Source: an optimization exercise on an open RTL-to-GDS flow (aim: small area, a short achievable clock period and few clock cycles per item). Production flows keep margins and buffers that such runs may drop.
At most, simulation tests tie the RTL to the original design; equivalence was not proved.
Power figures rest on the tool's default switching activity, not on a simulated workload.

==> flow/design.v (excerpt) <==
module nvme_admin (
    input  wire logic         clk,
    input  wire logic         rst_n,
    input  wire logic [251:0] fe_rq,
    output logic      [3:0]   fe_rq_ready,
    output logic      [227:0] fe_cp,
    input  wire logic [3:0]   fe_cp_ready,
    output logic      [125:0] be_rq,
    input  wire logic [1:0]   be_rq_ready,
    input  wire logic [113:0] be_cp,
    output logic      [1:0]   be_cp_ready
);
    localparam int FE_CH      = 4;
    localparam int BE_CH      = 2;
    localparam int RQ_W       = 63;
    localparam int CP_W       = 57;
    localparam int ID_W       = 12;
    localparam int FIFO_DEPTH = 8;
    localparam int BE_IDX     = 1;
    localparam int RQ_SW      = RQ_W - 1;
    localparam int CP_SW      = CP_W - 1 - ID_W + BE_IDX;
    logic             rq_push, rq_pop, rq_can_push, rq_head_valid;
    logic [RQ_SW-1:0] rq_wr_data, rq_head;
    logic [1:0]       rq_head_dec;
    logic             cp_push, cp_pop, cp_can_push, cp_head_valid;
    logic [CP_SW-1:0] cp_wr_data, cp_head;
    logic [FE_CH-1:0] cp_head_dec;
    rq_ingress #(
        .FE_CH (FE_CH),
        .MW    (RQ_W)
    ) rq_ingress_inst (
        .fe_rq       (fe_rq),
        .fe_rq_ready (fe_rq_ready),
  ...
Size in the first run: about 2200 cells after synthesis, ~900 flip-flops, ~36000 µm² of cells after synthesis.
Settings: LEC_CHECK=0, CAP_MARGIN=20, CORE_MARGIN=2, CORE_UTILIZATION=40, SETUP_SLACK_MARGIN=2.5, SLEW_MARGIN=20; clock period 5.0 ns.
run.sh (not shown) runs the stock make flow with config.mk's settings and CLKGATE_MAP_FILE= SYNTH_SCRIPT=/design/flow/synth_recipe.tcl, a recipe that flattens the netlist after the stock synthesis.
The first run finished clean.
Rerun with:
==> flow/flow/run.sh (new file) <==
#!/bin/bash
# Standard layout, with plain buf_1 cells as the port buffers.
set -euo pipefail
export BUFFER_PORTS_ARGS="-buffer_cell sky130_fd_sc_hd__buf_1"
bash standard.sh > standard_make.log 2>&1
==> flow/standard.sh (new file) <==
#!/bin/bash
# synth_recipe.tcl (not shown) runs the flow's synth.tcl, then flattens the netlist and writes it again
# the make line also repeats each setting of config.mk as NAME=value (left out here)
make -C /OpenROAD-flow-scripts/flow DESIGN_CONFIG=/design/flow/config.mk WORK_HOME=/design/flow/orfs CLKGATE_MAP_FILE= SYNTH_SCRIPT=/design/flow/synth_recipe.tcl "${@:-finish}"
removed: flow/run.sh
=> Clock skew increases by 0.021 ns; global-route usage falls by 1.1 points; area after synthesis stays the same; core utilization went down by 4.3 points.
No run of this note included a check of the RTL's function; only the layout flow was run.

nvme_admin, a different RTL version from the one above (not shown whole).
Size: roughly 2100 cells after synthesis, about 900 flip-flops, about 730 I/O pins, roughly 0.035 mm^2 of cells after synthesis.
// nvme_admin
module nvme_admin (
    input  wire logic         clk,
    input  wire logic         rst_n,
    input  wire logic [251:0] fe_rq,
    output logic      [3:0]   fe_rq_ready,
    output logic      [227:0] fe_cp,
    input  wire logic [3:0]   fe_cp_ready,
    output logic      [125:0] be_rq,
    input  wire logic [1:0]   be_rq_ready,
    input  wire logic [113:0] be_cp,
    output logic      [1:0]   be_cp_ready
);
==> flow/config.mk <==
export PLATFORM = sky130hd
export DESIGN_NAME = nvme_admin
export DESIGN_NICKNAME = nvme_admin
export VERILOG_FILES = /design/flow/design.v
export SDC_FILE = /design/flow/constraint.sdc
export NUM_CORES = 4
export LEC_CHECK = 0
export ABC_CLOCK_PERIOD_IN_PS = 1000
export CAP_MARGIN = 20
export CORE_MARGIN = 2
export CORE_UTILIZATION = 40
export CTS_BUF_LIST = sky130_fd_sc_hd__clkbuf_8 sky130_fd_sc_hd__clkbuf_16
export CTS_CLUSTER_DIAMETER = 70
export CTS_CLUSTER_SIZE = 30
export SETUP_SLACK_MARGIN = 3.0
export SLEW_MARGIN = 20
==> flow/constraint.sdc <==
create_clock -name core_clock -period 5.0 [get_ports {clk}]
set_input_delay 1.0000 -clock core_clock [delete_from_list [all_inputs] [get_ports {clk}]]
set_output_delay 1.0000 -clock core_clock [all_outputs]
set_load 0.01 [all_outputs]
standard.sh (not shown) runs the stock make flow with config.mk's settings and CLKGATE_MAP_FILE= SYNTH_SCRIPT=/design/flow/synth_recipe.tcl, a recipe that flattens the netlist after the stock synthesis.
==> flow/flow/run.sh <==
#!/bin/bash
# Standard layout, with plain buf_1 cells as the port buffers.
set -euo pipefail
export BUFFER_PORTS_ARGS="-buffer_cell sky130_fd_sc_hd__buf_1"
bash standard.sh > standard_make.log 2>&1
Testbench counts at the start, summed over its fixed seeds: cycles 2,060, items 3,072.
Then changed:
ABC_CLOCK_PERIOD_IN_PS = unset   (was 1000)
CORE_UTILIZATION = 65   (was 40)
CTS_BUF_LIST = sky130_fd_sc_hd__clkbuf_4 sky130_fd_sc_hd__clkbuf_8   (was sky130_fd_sc_hd__clkbuf_8 sky130_fd_sc_hd__clkbuf_16)
CTS_CLUSTER_DIAMETER = unset   (was 70)
CTS_CLUSTER_SIZE = unset   (was 30)
Wire length goes down by 12%. Power goes up by 7.0%. Clock skew goes down by 30 ps. Worst hold slack degrades by 5.1 ps. Setup slack degrades by 26 ps. Clock-buffer cell count goes up by 158. Synthesized cell count does not change. Die area goes down by 38%.
Then changed:
CORE_UTILIZATION = 40   (was 65)
CTS_BUF_LIST = sky130_fd_sc_hd__clkbuf_8 sky130_fd_sc_hd__clkbuf_16   (was sky130_fd_sc_hd__clkbuf_4 sky130_fd_sc_hd__clkbuf_8)
CTS_CLUSTER_DIAMETER = 60   (was unset)
CTS_CLUSTER_SIZE = 24   (was unset)
Effect:
- area after synthesis does not change
- first-iteration DRC count climbs by 3.8%
- setup slack improved by 19 ps
Then changed:
CTS_BUF_LIST = unset   (was sky130_fd_sc_hd__clkbuf_8 sky130_fd_sc_hd__clkbuf_16)
CTS_CLUSTER_DIAMETER = unset   (was 60)
CTS_CLUSTER_SIZE = unset   (was 24)
=> The new run finished with timing, DRC and antenna clean. Die area does not change. Clock skew is about the same. Cell count goes up slightly. Count of clock-buffer cells in the layout goes up by 49.
Then changed:
ABC_AREA = 1   (was unset)
CTS_BUF_LIST = sky130_fd_sc_hd__clkbuf_8 sky130_fd_sc_hd__clkbuf_16   (was unset)
CTS_CLUSTER_DIAMETER = 70   (was unset)
CTS_CLUSTER_SIZE = 30   (was unset)
Clock-buffer cell count went down by 63.
Sequential power increases by about 9%.
Hold slack improved by 25 ps.
Clock power shrinks by 35%.
Core utilization falls by 1.7 points.
Then changed:
ABC_AREA = unset   (was 1)
=>
- wire length went up by 5.1%
- cell count is lower by 12%
- non-clock buffer count drops by 32
- maximum frequency is higher by about 0.7%
- design area came out lower by 0.87%
- power goes down by about 13%
- via count goes down by about 5.4%
- area after synthesis decreases by about 1.7%

Another version of the RTL of nvme_admin (not shown whole).
For scale: ~1800 cells after synthesis, about 890 flip-flops, ~730 I/O pins, roughly 33000 um2 of cells after synthesis.
clock: 5.0 ns
lec_check: 0
cap_margin: 20
core_margin: 2
core_utilization: 40
cts_buf_list: sky130_fd_sc_hd__clkbuf_8
cts_cluster_diameter: 55
cts_cluster_size: 18
setup_slack_margin: 2.4
slew_margin: 20
==> flow/flow/run.sh <==
#!/bin/bash
# Standard layout, with plain buf_1 cells as the port buffers and the
# request handshake pins placed together.
set -euo pipefail
export BUFFER_PORTS_ARGS="-buffer_cell sky130_fd_sc_hd__buf_1"
export IO_CONSTRAINTS="$PWD/flow/io.tcl"
bash standard.sh > standard_make.log 2>&1
==> flow/flow/io.tcl <==
# Keep the request valid bits next to the request ready outputs, which
# depend on them combinationally.
set_io_pin_constraint -pin_names {fe_rq[62] fe_rq[125] fe_rq[188] fe_rq[251] fe_rq_ready[0] fe_rq_ready[1] fe_rq_ready[2] fe_rq_ready[3]} -region left:120-150
The baseline produced a clean layout.
Testbench counts at the start, summed over its fixed seeds: cycles 2,060, items 3,072.
Change:
- SETUP_SLACK_MARGIN: 2.4 -> 2.5
After rerunning:
- maximum frequency hardly moves
- utilization rose by 0.33 points
- area after synthesis does not change
- first-iteration DRC count rose by 5.9%
- non-clock buffer count rose by 8
- power rose by 1.9%
- global-route usage barely changes
- worst setup slack got worse by 7.4 ps
- cell count rose by 0.32%
- die area does not change
- final area rose by 0.72%
Change:
- CORE_UTILIZATION: 40 -> 50
- SETUP_SLACK_MARGIN: 2.5 -> 2.4
What happened: The changed run completed with no timing, DRC or antenna violations; sequential share of layout area is higher by 1.9 points; worst setup slack degrades by 6.7 ps; via count is lower by 2.1%; total power falls by about 6%; final area fell by 2.6%.
Change:
- CORE_UTILIZATION: 50 -> 40
- SETUP_SLACK_MARGIN: 2.4 -> 2.3
What happened:
- The changed run completed without violations
- critical path depth does not change
- combinational power hardly moves
- flip-flop and latch count does not change

## the reference run
Another version of the RTL of nvme_admin (not shown whole).
Size in the first run: about 1800 cells after synthesis, ~890 flip-flops, ~730 I/O pins, about 32000 um^2 of cells after synthesis.
clock: 5.0 ns
lec_check: 0
cap_margin: 20
core_margin: 2
core_utilization: 40
cts_buf_list: sky130_fd_sc_hd__clkbuf_8 sky130_fd_sc_hd__clkbuf_16
cts_cluster_diameter: 70
cts_cluster_size: 30
setup_slack_margin: 3.0
slew_margin: 20
==> flow/flow/run.sh <==
#!/bin/bash
# Standard layout, with plain buf_1 cells as the port buffers.
set -euo pipefail
export BUFFER_PORTS_ARGS="-buffer_cell sky130_fd_sc_hd__buf_1"
bash standard.sh > standard_make.log 2>&1
Testbench counts of the reference run, summed over its fixed seeds: cycles 2,060, items 3,072.
The following lists how the trial run was set up differently from the reference run:
Settings: changing SETUP_SLACK_MARGIN from 3.0 to 2.5; changing CTS_CLUSTER_SIZE from 30 to 16; changing CTS_CLUSTER_DIAMETER from 70 to 50; changing CTS_BUF_LIST from sky130_fd_sc_hd__clkbuf_8 sky130_fd_sc_hd__clkbuf_16 to sky130_fd_sc_hd__clkbuf_8.
--- outcome ---
Summary — shortest clock period the worst path allows after layout, the trial run relative to the reference run: lower, by 4.3 ps.
Every stage of the flow completed for the trial run, and the final layout passed the timing, DRC and antenna checks.
Placed instance area of the trial run falls short of that of the reference run slightly.
Overall power (the trial run over the reference run): decrease, 240 uW
The trial run against the reference run: achievable clock frequency neither gained nor lost much, non-clock buffer count lower, total combinational power now sits lower.
The reference run -> the trial run: detailed route wirelength on metal3 increased by a little under 10%

==> port drivers added, routing unchanged <==
No port has a modelled driver above. Below, the same layouts with a new extraction and two added sets of constraints.
Step 1, drivers: a clkbuf_16 drives clk and a buf_2 each remaining input, both assumed.
Step 2 also shifts input and output timing later by t, the mid clock arrival at the registers, as if the neighbouring blocks saw the same clock.
Slacks: ideal ports / drivers / drivers and shift; pairs: ideal ports / drivers.
run | t, ns | setup WS [ns] | latest minus earliest clock arrival (ns) | worst data-port slew with drivers (ns)
the first run of note 1 | 0.708 | 2.161 / 2.027 / 1.759 | 0.072 / 0.072 | 0.21
the second run of note 1 | 0.709 | 2.084 / 1.958 / 1.582 | 0.079 / 0.079 | 0.19
the first run of note 2 | 0.676 | 2.421 / 2.298 / 1.963 | 0.051 / 0.050 | 0.23
the second run of note 2 | 0.820 | 2.395 / 2.300 / 1.745 | 0.027 / 0.028 | 0.19
the third run of note 2 | 0.700 | 2.414 / 2.276 / 1.808 | 0.048 / 0.047 | 0.25
the fourth run of note 2 | 0.686 | 2.415 / 2.306 / 1.941 | 0.051 / 0.051 | 0.23
the fifth run of note 2 | 0.676 | 2.403 / 2.313 / 2.313 | 0.041 / 0.041 | 0.12
the sixth run of note 2 | 0.676 | 2.421 / 2.298 / 1.963 | 0.051 / 0.050 | 0.23
the first run of note 3 | 0.722 | 2.401 / 2.305 / 1.800 | 0.061 / 0.060 | 0.15
the second run of note 3 | 0.748 | 2.393 / 2.318 / 1.774 | 0.079 / 0.079 | 0.13
the third run of note 3 | 0.765 | 2.387 / 2.333 / 1.863 | 0.044 / 0.044 | 0.13
the fourth run of note 3 | 0.728 | 2.323 / 2.263 / 1.737 | 0.085 / 0.084 | 0.13
the reference run | 0.651 | 2.406 / 2.291 / 2.103 | 0.046 / 0.046 | 0.18
the trial run | 0.717 | 2.410 / 2.276 / 1.879 | 0.044 / 0.044 | 0.21
After both steps setup and hold are still met in every run listed. For the second run of note 2, which loses most, drivers alone change the setup slack by -0.095 ns; drivers and shift together by -0.650 ns.
